Background: an optimization exercise with open tools, aiming at small area and a short achievable clock period. Do not read the settings as production practice. The RTL was checked by simulation tests, not by an equivalence proof against the original design. Power is estimated from default activity; no workload was simulated.

==> inputs of 05-17 <==
## timerTop
module timerTop (
  input  wire                       CPUbus,
  input  wire                       arstN,
  input  wire                       hSel,
  input  wire [32-1:0]        hAddr,
  input  wire [1:0]                 hTrans,
  input  wire                       hWrite,
  input  wire [32-1:0]       hWdata,
  input  wire                       hReady,
  input  wire [2:0]                 evnt,
  output logic [32-1:0]      hRdata,
  output logic                      hReadyOut,
  output logic                      hResp,
  output logic [2-1:0]  pwm,
  output logic                      intr
);
==> flow/config.mk <==
export PLATFORM = sky130hd
export DESIGN_NAME = timerTop
export DESIGN_NICKNAME = timerTop
export VERILOG_FILES = /design/flow/design.v
export SDC_FILE = /design/flow/constraint.sdc
export NUM_CORES = 4
export LEC_CHECK = 0
export CAP_MARGIN = 20
export CORE_MARGIN = 2
export CORE_UTILIZATION = 50
export CTS_CLUSTER_DIAMETER = 80
export CTS_CLUSTER_SIZE = 24
export SETUP_SLACK_MARGIN = 2.5
export SLEW_MARGIN = 20
export TNS_END_PERCENT = 5
==> flow/constraint.sdc <==
create_clock -name core_clock -period 5.5 [get_ports {CPUbus}]
set_input_delay 1.1000 -clock core_clock [delete_from_list [all_inputs] [get_ports {CPUbus}]]
set_output_delay 1.1000 -clock core_clock [all_outputs]
set_load 0.01 [all_outputs]
standard.sh (not shown) runs the stock make flow with config.mk's settings and CLKGATE_MAP_FILE= SYNTH_SCRIPT=/design/flow/synth_recipe.tcl, a recipe that flattens the netlist after the stock synthesis.
==> flow/flow/run.sh <==
#!/bin/bash
# Own layout flow: the standard flow, step by step, with the standard
# synthesis unchanged. The only difference from the standard layout is that
# every input and output port is buffered with a plain buf_2 instead of the
# buffer cell buffer_ports would otherwise pick. Each step's full output goes
# to its own log file here; ORFS also keeps its per-step logs under orfs/logs.
set -euo pipefail
export BUFFER_PORTS_ARGS="-buffer_cell sky130_fd_sc_hd__buf_2"
for step in synth floorplan place cts route finish; do
  bash standard.sh "$step" > "$step.log" 2>&1
done
==> 10-26 (differences from 05-17) <==
--- a/flow/design.v
+++ b/flow/design.v
@@ -66,13 +66,12 @@
     end else begin
       wrEn <= accept && hWrite;
       rdEn <= accept && !hWrite;
     end
   end
   logic [18:0] rdSel;
-  logic [8:0]  rdSelHi;   
   always_ff @(posedge CPUbus) begin
     rdSel[0] <= hAddr[7:2] == 6'd0;
     rdSel[1] <= hAddr[7:2] == 6'd1;
     rdSel[2] <= hAddr[7:2] == 6'd2;
     rdSel[3] <= hAddr[7:2] == 6'd3;
     rdSel[4] <= hAddr[7:2] == 6'd4;
@@ -87,16 +86,12 @@
     rdSel[13] <= hAddr[7:2] == 6'd10;
     rdSel[14] <= hAddr[7:2] == 6'd11;
     rdSel[15] <= hAddr[7:2] == 6'd12;
     rdSel[16] <= hAddr[7:2] == 6'd14;
     rdSel[17] <= hAddr[7:2] == 6'd5;
     rdSel[18] <= hAddr[7:2] == 6'd13;
-    rdSelHi   <= {9{accept && !hWrite}} &
-                 {hAddr[7:2] == 6'd19, hAddr[7:2] == 6'd18, hAddr[7:2] == 6'd17,
-                  hAddr[7:2] == 6'd16, hAddr[7:2] == 6'd4,  hAddr[7:2] == 6'd3,
-                  hAddr[7:2] == 6'd2,  hAddr[7:2] == 6'd1,  hAddr[7:2] == 6'd0};
   end
   logic wrTV, wrPR, wrPRSH, wrTRS, wrTMS, wrECR, wrCMC, wrIEC, wrISC, wrPLC;
   logic [1:0] wrCMP, wrCMPSH;
   assign wrTV   = wrEn && rdSel[0];
   assign wrPR   = wrEn && rdSel[1];
   assign wrPRSH = wrEn && rdSel[2];
@@ -176,32 +171,31 @@
   logic startReq, stopReq, timerClear, countEnable, step;
   assign startReq    = (wrTRS && hWdata[0]) || evStart;
   assign stopReq     = (wrTRS && hWdata[1]) || evStop;
   assign timerClear  = (wrTRS && hWdata[2]) || (startReq && tms[1]) || (stopReq && tms[2]);
   assign countEnable = (cmc[5:4] == 2'd0) || evCount;
   assign step        = running && countEnable;
-  function automatic logic [1:0] cmpLtEq(input logic [31:0] a, input logic [31:0] b);
-    logic [31:0] l, e;
-    l = ~a & b;
+  function automatic logic [1:0] cmpGtEq(input logic [31:0] a, input logic [31:0] b);
+    logic [31:0] g, e;
+    g = a & ~b;
     e = ~(a ^ b);
     for (int w = 1; w < 32; w = w * 2) begin
       for (int i = 0; i < 32; i = i + 2 * w) begin
-        l[i] = l[i + w] | (e[i + w] & l[i]);
+        g[i] = g[i + w] | (e[i + w] & g[i]);
         e[i] = e[i + w] & e[i];
       end
     end
-    cmpLtEq = {l[0], e[0]};
+    cmpGtEq = {g[0], e[0]};
   endfunction
-  logic periodMatch, zeroMatch, tvGePeriod, tvLtPeriod;
-  logic [1:0] cmpMatch, tvGtCmp, tvLtCmp;
-  assign {tvLtPeriod, periodMatch} = cmpLtEq(timerValue, period);
-  assign {tvLtCmp[0], cmpMatch[0]} = cmpLtEq(timerValue, compare0);
-  assign {tvLtCmp[1], cmpMatch[1]} = cmpLtEq(timerValue, compare1);
-  assign tvGePeriod = !tvLtPeriod;
-  assign tvGtCmp    = ~tvLtCmp & ~cmpMatch;
-  assign zeroMatch  = ~|timerValue;
+  logic periodMatch, zeroMatch, tvGePeriod, tvGtPeriod;
+  logic [1:0] cmpMatch, tvGtCmp;
+  assign {tvGtPeriod, periodMatch} = cmpGtEq(timerValue, period);
+  assign {tvGtCmp[0], cmpMatch[0]} = cmpGtEq(timerValue, compare0);
+  assign {tvGtCmp[1], cmpMatch[1]} = cmpGtEq(timerValue, compare1);
+  assign tvGePeriod  = tvGtPeriod | periodMatch;
+  assign zeroMatch   = ~|timerValue;
   logic xfer;   
   assign xfer = running && (countDown ? zeroMatch : periodMatch);
   logic [31:0] tvInc, tvDec, tvNext;
   logic        cdNext;
   always_comb begin
     for (int i = 0; i < 32; i++) begin
@@ -317,19 +311,18 @@
                    {28'd0, {4{rdSel[11]}} & tms}               |
                    {17'd0, {15{rdSel[12]}} & ecr}              |
                    {24'd0, {8{rdSel[13]}} & cmc}               |
                    {29'd0, {3{rdSel[14]}} & isr}               |
                    {29'd0, {3{rdSel[15]}} & iec}               |
                    {30'd0, {2{rdSel[16]}} & polarity};
-  logic [31:0] rdWide;
-  for (genvar b = 0; b < 32; b++) begin : genRd
-    logic [8:0] sel;
-    assign sel = (b < 16) ? rdSel[8:0] : rdSelHi;
-    assign rdWide[b] = (sel[0] & timerValue[b]) | (sel[1] & period[b])     |
-                       (sel[2] & periodSh[b])   | (sel[3] & cap0[b])       |
-                       (sel[4] & cap1[b])       | (sel[5] & compare0[b])   |
-                       (sel[6] & compareSh0[b]) | (sel[7] & compare1[b])   |
-                       (sel[8] & compareSh1[b]);
-  end
-  assign hRdata = rdWide | rdSmall;
+  assign hRdata = ({32{rdSel[0]}} & timerValue) |
+                  ({32{rdSel[1]}} & period)     |
+                  ({32{rdSel[2]}} & periodSh)   |
+                  ({32{rdSel[3]}} & cap0)       |
+                  ({32{rdSel[4]}} & cap1)       |
+                  ({32{rdSel[5]}} & compare0)   |
+                  ({32{rdSel[6]}} & compareSh0) |
+                  ({32{rdSel[7]}} & compare1)   |
+                  ({32{rdSel[8]}} & compareSh1) |
+                  rdSmall;
 endmodule
 `default_nettype wire
==> flow/run.sh (new file) <==
#!/bin/bash
# synth_recipe.tcl (not shown) runs the flow's synth.tcl, then flattens the netlist and writes it again
# the make line also repeats each setting of config.mk as NAME=value (left out here)
make -C /OpenROAD-flow-scripts/flow DESIGN_CONFIG=/design/flow/config.mk WORK_HOME=/design/flow/orfs CLKGATE_MAP_FILE= SYNTH_SCRIPT=/design/flow/synth_recipe.tcl finish
CTS_BUF_LIST = sky130_fd_sc_hd__clkbuf_8   (was unset)
CTS_CLUSTER_DIAMETER = 60   (was 80)
CTS_CLUSTER_SIZE = 20   (was 24)
TNS_END_PERCENT = 10   (was 5)
removed: flow/flow/run.sh
removed: flow/standard.sh
==> 05-09 (differences from 05-17) <==
--- a/flow/design.v
+++ b/flow/design.v
@@ -87,14 +87,13 @@
     rdSel[13] <= hAddr[7:2] == 6'd10;
     rdSel[14] <= hAddr[7:2] == 6'd11;
     rdSel[15] <= hAddr[7:2] == 6'd12;
     rdSel[16] <= hAddr[7:2] == 6'd14;
     rdSel[17] <= hAddr[7:2] == 6'd5;
     rdSel[18] <= hAddr[7:2] == 6'd13;
-    rdSelHi   <= {9{accept && !hWrite}} &
-                 {hAddr[7:2] == 6'd19, hAddr[7:2] == 6'd18, hAddr[7:2] == 6'd17,
+    rdSelHi   <= {9{accept && !hWrite}} & {hAddr[7:2] == 6'd19, hAddr[7:2] == 6'd18, hAddr[7:2] == 6'd17,
                   hAddr[7:2] == 6'd16, hAddr[7:2] == 6'd4,  hAddr[7:2] == 6'd3,
                   hAddr[7:2] == 6'd2,  hAddr[7:2] == 6'd1,  hAddr[7:2] == 6'd0};
   end
   logic wrTV, wrPR, wrPRSH, wrTRS, wrTMS, wrECR, wrCMC, wrIEC, wrISC, wrPLC;
   logic [1:0] wrCMP, wrCMPSH;
   assign wrTV   = wrEn && rdSel[0];
@@ -176,32 +175,31 @@
   logic startReq, stopReq, timerClear, countEnable, step;
   assign startReq    = (wrTRS && hWdata[0]) || evStart;
   assign stopReq     = (wrTRS && hWdata[1]) || evStop;
   assign timerClear  = (wrTRS && hWdata[2]) || (startReq && tms[1]) || (stopReq && tms[2]);
   assign countEnable = (cmc[5:4] == 2'd0) || evCount;
   assign step        = running && countEnable;
-  function automatic logic [1:0] cmpLtEq(input logic [31:0] a, input logic [31:0] b);
-    logic [31:0] l, e;
-    l = ~a & b;
+  function automatic logic [1:0] cmpGtEq(input logic [31:0] a, input logic [31:0] b);
+    logic [31:0] g, e;
+    g = a & ~b;
     e = ~(a ^ b);
     for (int w = 1; w < 32; w = w * 2) begin
       for (int i = 0; i < 32; i = i + 2 * w) begin
-        l[i] = l[i + w] | (e[i + w] & l[i]);
+        g[i] = g[i + w] | (e[i + w] & g[i]);
         e[i] = e[i + w] & e[i];
       end
     end
-    cmpLtEq = {l[0], e[0]};
+    cmpGtEq = {g[0], e[0]};
   endfunction
-  logic periodMatch, zeroMatch, tvGePeriod, tvLtPeriod;
-  logic [1:0] cmpMatch, tvGtCmp, tvLtCmp;
-  assign {tvLtPeriod, periodMatch} = cmpLtEq(timerValue, period);
-  assign {tvLtCmp[0], cmpMatch[0]} = cmpLtEq(timerValue, compare0);
-  assign {tvLtCmp[1], cmpMatch[1]} = cmpLtEq(timerValue, compare1);
-  assign tvGePeriod = !tvLtPeriod;
-  assign tvGtCmp    = ~tvLtCmp & ~cmpMatch;
-  assign zeroMatch  = ~|timerValue;
+  logic periodMatch, zeroMatch, tvGePeriod, tvGtPeriod;
+  logic [1:0] cmpMatch, tvGtCmp;
+  assign {tvGtPeriod, periodMatch} = cmpGtEq(timerValue, period);
+  assign {tvGtCmp[0], cmpMatch[0]} = cmpGtEq(timerValue, compare0);
+  assign {tvGtCmp[1], cmpMatch[1]} = cmpGtEq(timerValue, compare1);
+  assign tvGePeriod  = tvGtPeriod | periodMatch;
+  assign zeroMatch   = ~|timerValue;
   logic xfer;   
   assign xfer = running && (countDown ? zeroMatch : periodMatch);
   logic [31:0] tvInc, tvDec, tvNext;
   logic        cdNext;
   always_comb begin
     for (int i = 0; i < 32; i++) begin
==> flow/run.sh (new file) <==
#!/bin/bash
# synth_recipe.tcl (not shown) runs the flow's synth.tcl, then flattens the netlist and writes it again
# the make line also repeats each setting of config.mk as NAME=value (left out here)
make -C /OpenROAD-flow-scripts/flow DESIGN_CONFIG=/design/flow/config.mk WORK_HOME=/design/flow/orfs CLKGATE_MAP_FILE= SYNTH_SCRIPT=/design/flow/synth_recipe.tcl finish
CTS_CLUSTER_DIAMETER = 60   (was 80)
CTS_CLUSTER_SIZE = 20   (was 24)
TNS_END_PERCENT = 10   (was 5)
removed: flow/flow/run.sh
removed: flow/standard.sh
==> notes.md <==
| metric | 05-17 | 05-09 | 10-26 |
|---|---|---|---|
| Status | finished clean | finished clean | finished clean |
| Switching share of total power | 40.6% | 32.8% | 34.2% |
| Area inside the core boundary | 0.0397 mm² | 0.0406 mm² | 0.0406 mm² |
| Layout sequential cell count | 378 | 378 | 369 |
| Clock distribution power | 2.05 mW | 2.89 mW | 2.01 mW |
| Die height | 205 µm | 206 µm | 206 µm |
| R2R Path End | pwm[1] | timerValue[24] | cap1[10] |
| Clock latency on the worst-skew pair | 0.60 ns | 0.57 ns | 0.63 ns |
| WL met1 | 27.6 mm | 28.2 mm | 28.2 mm |
| Final design area excluding fillers | 0.0232 mm² | 0.0242 mm² | 0.0240 mm² |
| Stage delay of the slowest cell on the critical path | 0.56 ns | 0.37 ns | 0.41 ns |
| Highest Clock Rate | 0.281 GHz | 0.324 GHz | 0.321 GHz |
| Largest power group | combinational cells | registers | registers |
| Number of flip-flops and latches in the synthesized netlist | 378 | 378 | 369 |
| Synth Area in Simple Gates | 11.4% | 14.6% | 11.1% |
| Commonest non-fill, non-tap cell in the layout | dfrtp_1 | nand2_1 | dfrtp_1 |
| Number of levels the H-tree was split into | 1 | 2 | 2 |
| Well tap count | 525 | 532 | 532 |
| Met1 Resource Use GR | 42.4% | 43.4% | 42.9% |
| PostCTS Resize Cnt | 45 | 145 | 237 |
| Num CTS Buffers | 25 | 37 | 35 |
| Global-route usage over all layers | 31.0% | 32.0% | 31.1% |
| Mapped Cells | 1903 | 2091 | 1965 |
| Maximum fanout along the worst path | 6 | 15 | 6 |
| Net count of the finished layout | 2193 | 2362 | 2276 |
| Met2 wirelength from detailed routing | 31.3 mm | 31.3 mm | 30.8 mm |

==> build 6: inputs <==
timerTop, a different RTL version from the one above (not shown whole).
Settings: LEC_CHECK=0, CAP_MARGIN=20, CORE_MARGIN=2, CORE_UTILIZATION=60, SETUP_SLACK_MARGIN=2.4, SLEW_MARGIN=20; clock period 5.5 ns.
run.sh (not shown) runs the stock make flow with config.mk's settings and CLKGATE_MAP_FILE= SYNTH_SCRIPT=/design/flow/synth_recipe.tcl, a recipe that flattens the netlist after the stock synthesis.
Stock flow here: none of the scripts above is used.
==> inputs of trial 20, as changes to build 6 <==
--- a/flow/design.v
+++ b/flow/design.v
@@ -50,32 +50,30 @@
   input  wire [2:0]                 evnt,
   output logic [32-1:0]      hRdata,
   output logic                      hReadyOut,
   output logic                      hResp,
   output logic [2-1:0]  pwm,
   output logic                      intr
 );
   logic        wrEn, rdEn;
-  logic [5:0]  regAddr;
   logic        accept;
   assign accept    = hSel && hReady && hTrans[1];
   assign hReadyOut = 1'b1;
   assign hResp     = 1'b0;
   always_ff @(posedge CPUbus or negedge arstN) begin
     if (!arstN) begin
       wrEn <= 1'b0;
       rdEn <= 1'b0;
     end else begin
       wrEn <= accept && hWrite;
       rdEn <= accept && !hWrite;
     end
   end
-  always_ff @(posedge CPUbus) regAddr <= hAddr[7:2];
-  logic [16:0] rdSel;
+  logic [18:0] rdSel;
   always_ff @(posedge CPUbus) begin
     rdSel[0] <= hAddr[7:2] == 6'd0;
     rdSel[1] <= hAddr[7:2] == 6'd1;
     rdSel[2] <= hAddr[7:2] == 6'd2;
     rdSel[3] <= hAddr[7:2] == 6'd3;
     rdSel[4] <= hAddr[7:2] == 6'd4;
     rdSel[5] <= hAddr[7:2] == 6'd16;
     rdSel[6] <= hAddr[7:2] == 6'd17;
@@ -84,46 +82,47 @@
     rdSel[9]  <= hAddr[7:2] == 6'd6;
     rdSel[10] <= hAddr[7:2] == 6'd7;
     rdSel[11] <= hAddr[7:2] == 6'd8;
     rdSel[12] <= hAddr[7:2] == 6'd9;
     rdSel[13] <= hAddr[7:2] == 6'd10;
     rdSel[14] <= hAddr[7:2] == 6'd11;
     rdSel[15] <= hAddr[7:2] == 6'd12;
     rdSel[16] <= hAddr[7:2] == 6'd14;
+    rdSel[17] <= hAddr[7:2] == 6'd5;
+    rdSel[18] <= hAddr[7:2] == 6'd13;
   end
   logic wrTV, wrPR, wrPRSH, wrTRS, wrTMS, wrECR, wrCMC, wrIEC, wrISC, wrPLC;
   logic [1:0] wrCMP, wrCMPSH;
-  assign wrTV   = wrEn && regAddr == 6'd0;
-  assign wrPR   = wrEn && regAddr == 6'd1;
-  assign wrPRSH = wrEn && regAddr == 6'd2;
-  assign wrTRS  = wrEn && regAddr == 6'd5;
-  assign wrTMS  = wrEn && regAddr == 6'd8;
-  assign wrECR  = wrEn && regAddr == 6'd9;
-  assign wrCMC  = wrEn && regAddr == 6'd10;
-  assign wrIEC  = wrEn && regAddr == 6'd12;
-  assign wrISC  = wrEn && regAddr == 6'd13;
-  assign wrPLC  = wrEn && regAddr == 6'd14;
-  assign wrCMP[0]   = wrEn && regAddr == 6'd16;
-  assign wrCMPSH[0] = wrEn && regAddr == 6'd17;
-  assign wrCMP[1]   = wrEn && regAddr == 6'd18;
-  assign wrCMPSH[1] = wrEn && regAddr == 6'd19;
+  assign wrTV   = wrEn && rdSel[0];
+  assign wrPR   = wrEn && rdSel[1];
+  assign wrPRSH = wrEn && rdSel[2];
+  assign wrTRS  = wrEn && rdSel[17];
+  assign wrTMS  = wrEn && rdSel[11];
+  assign wrECR  = wrEn && rdSel[12];
+  assign wrCMC  = wrEn && rdSel[13];
+  assign wrIEC  = wrEn && rdSel[15];
+  assign wrISC  = wrEn && rdSel[18];
+  assign wrPLC  = wrEn && rdSel[16];
+  assign wrCMP[0]   = wrEn && rdSel[5];
+  assign wrCMPSH[0] = wrEn && rdSel[6];
+  assign wrCMP[1]   = wrEn && rdSel[7];
+  assign wrCMPSH[1] = wrEn && rdSel[8];
   logic [31:0] period, periodSh;
   logic [31:0] compare0, compare1, compareSh0, compareSh1;
   logic [7:0]  cmc;       
   logic [3:0]  tms;       
   logic [14:0] ecr;
   logic [2:0]  iec, isr, isrD;
   logic [1:0]  polarity;
   logic        running, countDown;
   logic [31:0] timerValue;
   logic [1:0]  capFull;
   logic [31:0] cap0, cap1;
   logic [1:0]  pwmState, pwmStateD, polarityD;
-  logic        intrD;
   logic [2:0]  evEdge;
   for (genvar g = 0; g < 3; g++) begin : genEvent
     logic [2:0] holdCnt;
     logic [2:0] holdLen;
     logic       evFilt, evFiltDly;
     logic [1:0] filtCode, edgeSel;
     assign filtCode = ecr[5*g +: 2];
     assign edgeSel  = ecr[5*g+2 +: 2];
@@ -169,35 +168,36 @@
   assign evCount   = pickEvent(cmc[5:4], evEdge);
   assign evCapture = pickEvent(cmc[7:6], evEdge);
   logic startReq, stopReq, timerClear, countEnable, step;
   assign startReq    = (wrTRS && hWdata[0]) || evStart;
   assign stopReq     = (wrTRS && hWdata[1]) || evStop;
   assign timerClear  = (wrTRS && hWdata[2]) || (startReq && tms[1]) || (stopReq && tms[2]);
   assign countEnable = (cmc[5:4] == 2'd0) || evCount;
   assign step        = running && countEnable;
-  function automatic logic [1:0] cmpGtEq(input logic [31:0] a, input logic [31:0] b);
-    logic [31:0] g, e;
-    g = a & ~b;
+  function automatic logic [1:0] cmpLtEq(input logic [31:0] a, input logic [31:0] b);
+    logic [31:0] l, e;
+    l = ~a & b;
     e = ~(a ^ b);
     for (int w = 1; w < 32; w = w * 2) begin
       for (int i = 0; i < 32; i = i + 2 * w) begin
-        g[i] = g[i + w] | (e[i + w] & g[i]);
+        l[i] = l[i + w] | (e[i + w] & l[i]);
         e[i] = e[i + w] & e[i];
       end
     end
-    cmpGtEq = {g[0], e[0]};
+    cmpLtEq = {l[0], e[0]};
   endfunction
-  logic periodMatch, zeroMatch, tvGePeriod, tvGtPeriod;
-  logic [1:0] cmpMatch, tvGtCmp;
-  assign {tvGtPeriod, periodMatch} = cmpGtEq(timerValue, period);
-  assign {tvGtCmp[0], cmpMatch[0]} = cmpGtEq(timerValue, compare0);
-  assign {tvGtCmp[1], cmpMatch[1]} = cmpGtEq(timerValue, compare1);
-  assign tvGePeriod  = tvGtPeriod | periodMatch;
-  assign zeroMatch   = ~|timerValue;
+  logic periodMatch, zeroMatch, tvGePeriod, tvLtPeriod;
+  logic [1:0] cmpMatch, tvGtCmp, tvLtCmp;
+  assign {tvLtPeriod, periodMatch} = cmpLtEq(timerValue, period);
+  assign {tvLtCmp[0], cmpMatch[0]} = cmpLtEq(timerValue, compare0);
+  assign {tvLtCmp[1], cmpMatch[1]} = cmpLtEq(timerValue, compare1);
+  assign tvGePeriod = !tvLtPeriod;
+  assign tvGtCmp    = ~tvLtCmp & ~cmpMatch;
+  assign zeroMatch  = ~|timerValue;
   logic xfer;   
   assign xfer = running && (countDown ? zeroMatch : periodMatch);
   logic [31:0] tvInc, tvDec, tvNext;
   logic        cdNext;
   always_comb begin
     for (int i = 0; i < 32; i++) begin
       tvInc[i] = timerValue[i] ^ (i == 0 ? 1'b1 :  (&(timerValue & ((32'd1 << i) - 32'd1) | ~((32'd1 << i) - 32'd1))));
       tvDec[i] = timerValue[i] ^ (i == 0 ? 1'b1 : ~(|(timerValue & ((32'd1 << i) - 32'd1))));
@@ -221,35 +221,33 @@
   assign cap1Wr = evCapture && (tms[3] || capFull[0]);
   always_ff @(posedge CPUbus or negedge arstN) begin
     if (!arstN) begin
       running    <= 1'b0;
       timerValue <= '0;
       countDown  <= 1'b0;
       capFull    <= '0;
       pwm        <= '0;
-      intr       <= 1'b0;
     end else begin
       if (startReq)     running <= 1'b1;
       else if (stopReq) running <= 1'b0;
       if (timerClear) begin
         timerValue <= '0;
         countDown  <= 1'b0;
       end else if (wrTV) begin
         timerValue <= hWdata;
       end else if (step) begin
         timerValue <= tvNext;
         countDown  <= cdNext;
       end
       if (evCapture)                         capFull[0] <= 1'b1;
-      else if (rdEn && regAddr == 6'd3)      capFull[0] <= 1'b0;
+      else if (rdEn && rdSel[3])      capFull[0] <= 1'b0;
       if (cap1Wr)                            capFull[1] <= 1'b1;
-      else if (rdEn && regAddr == 6'd4)      capFull[1] <= 1'b0;
+      else if (rdEn && rdSel[4])      capFull[1] <= 1'b0;
       pwm <= pwmStateD ^ polarityD;   
-      intr <= intrD;
     end
   end
   assign pwmState  = pwm ^ polarity;
   assign polarityD = wrPLC ? hWdata[1:0] : polarity;
   always_comb begin
     for (int i = 0; i < 2; i++) begin
       pwmStateD[i] = pwmState[i];
       if (!running) begin
@@ -299,17 +297,17 @@
       if (wrIEC) iec      <= hWdata[2:0];
       if (wrPLC) polarity <= hWdata[1:0];
       isr <= isrD;
     end
   end
   assign isrD  = (isr & ~(wrISC ? hWdata[2:0] : 3'd0)) |
                  ({evEdge[0], running && !countDown && (|cmpMatch),
                    running && !countDown && periodMatch} & iec);
-  assign intrD = |isrD;   
+  assign intr  = |isr;
   logic [31:0] rdSmall;
   assign rdSmall = {30'd0, {2{rdSel[9]}}  & capFull}           |
                    {30'd0, {2{rdSel[10]}} & {countDown, running}} |
                    {28'd0, {4{rdSel[11]}} & tms}               |
                    {17'd0, {15{rdSel[12]}} & ecr}              |
                    {24'd0, {8{rdSel[13]}} & cmc}               |
                    {29'd0, {3{rdSel[14]}} & isr}               |
                    {29'd0, {3{rdSel[15]}} & iec}               |
==> flow/flow/run.sh (new file) <==
#!/bin/bash
# Own layout flow: the standard flow, step by step, with the standard
# synthesis unchanged. The only difference from the standard layout is that
# every input and output port is buffered with a plain buf_2 instead of the
# buffer cell buffer_ports would otherwise pick. Each step's full output goes
# to its own log file here; ORFS also keeps its per-step logs under orfs/logs.
set -euo pipefail
export BUFFER_PORTS_ARGS="-buffer_cell sky130_fd_sc_hd__buf_2"
for step in synth floorplan place cts route finish; do
  bash standard.sh "$step" > "$step.log" 2>&1
done
==> flow/standard.sh (new file) <==
#!/bin/bash
# synth_recipe.tcl (not shown) runs the flow's synth.tcl, then flattens the netlist and writes it again
# the make line also repeats each setting of config.mk as NAME=value (left out here)
make -C /OpenROAD-flow-scripts/flow DESIGN_CONFIG=/design/flow/config.mk WORK_HOME=/design/flow/orfs CLKGATE_MAP_FILE= SYNTH_SCRIPT=/design/flow/synth_recipe.tcl "${@:-finish}"
==> flow/config.mk (replaced) <==
export PLATFORM = sky130hd
export DESIGN_NAME = timerTop
export DESIGN_NICKNAME = timerTop
export VERILOG_FILES = /design/flow/design.v
export SDC_FILE = /design/flow/constraint.sdc
export NUM_CORES = 4
export LEC_CHECK = 0
export CAP_MARGIN = 20
export CORE_MARGIN = 2
export CORE_UTILIZATION = 50
export CTS_CLUSTER_DIAMETER = 60
export CTS_CLUSTER_SIZE = 20
export SETUP_SLACK_MARGIN = 2.5
export SLEW_MARGIN = 20
export TNS_END_PERCENT = 10
removed: flow/run.sh
==> comparison <==
Between build 6 and trial 20, the lower combinational power is in build 6 (gap 54%, measured against trial 20).
Between build 6 and trial 20, the lower sequential power is in build 6 (gap 11%, measured against trial 20).
In trial 20 the via count is lower than in build 6, by about 5.6%.
Against trial 20, the critical path depth of build 6 is higher by 1.
Trial 20 ran to the end with no violations. Build 6 produced a clean layout.
Of trial 20 and build 6, build 6 has the higher routed wire length (gap about 2.2%, measured against build 6).

[port drivers added, routing unchanged]
No port has a modelled driver above. Below, the same layouts with a new extraction and two added sets of constraints.
Step 1 (the two cells are an assumption about what drives the block):
set clk [get_ports {CPUbus}]
set_driving_cell -lib_cell sky130_fd_sc_hd__clkbuf_16 $clk
set_driving_cell -lib_cell sky130_fd_sc_hd__buf_2 [delete_from_list [all_inputs] $clk]
Step 2 adds t to the input delays and takes it off the output delays; t is the mean of the earliest and latest rising clock arrival at the registers after step 1. Input paths then give back, and output paths get back, about the clock's delay inside the block.
Slacks: no drivers / after step 1 / after step 2; pairs: no drivers / after step 1.
| run | t, ns | setup slack, ns | hold slack, ns | latest minus earliest clock arrival (ns) | slew at the worst register clock pin (ns) |
|---|---|---|---|---|---|
| 05-17 | 0.635 | 1.935 / 1.935 / 1.935 | 0.447 / 0.447 / 0.447 | 0.033 / 0.033 | 0.10 / 0.10 |
| 10-26 | 0.672 | 2.382 / 2.327 / 2.014 | 0.434 / 0.434 / 0.434 | 0.035 / 0.035 | 0.12 / 0.12 |
| 05-09 | 0.612 | 2.410 / 2.391 / 2.039 | 0.447 / 0.447 / 0.447 | 0.033 / 0.032 | 0.08 / 0.08 |
| build 6 | 0.623 | 2.398 / 2.355 / 1.810 | 0.445 / 0.445 / 0.445 | 0.029 / 0.029 | 0.07 / 0.07 |
| trial 20 | 0.626 | 2.429 / 2.370 / 2.458 | 0.440 / 0.440 / 0.440 | 0.032 / 0.032 | 0.09 / 0.09 |
After both steps every run listed still meets setup and hold. The setup slack of build 6, which loses most, moves by -0.043 ns with the drivers and by -0.588 ns with both steps.
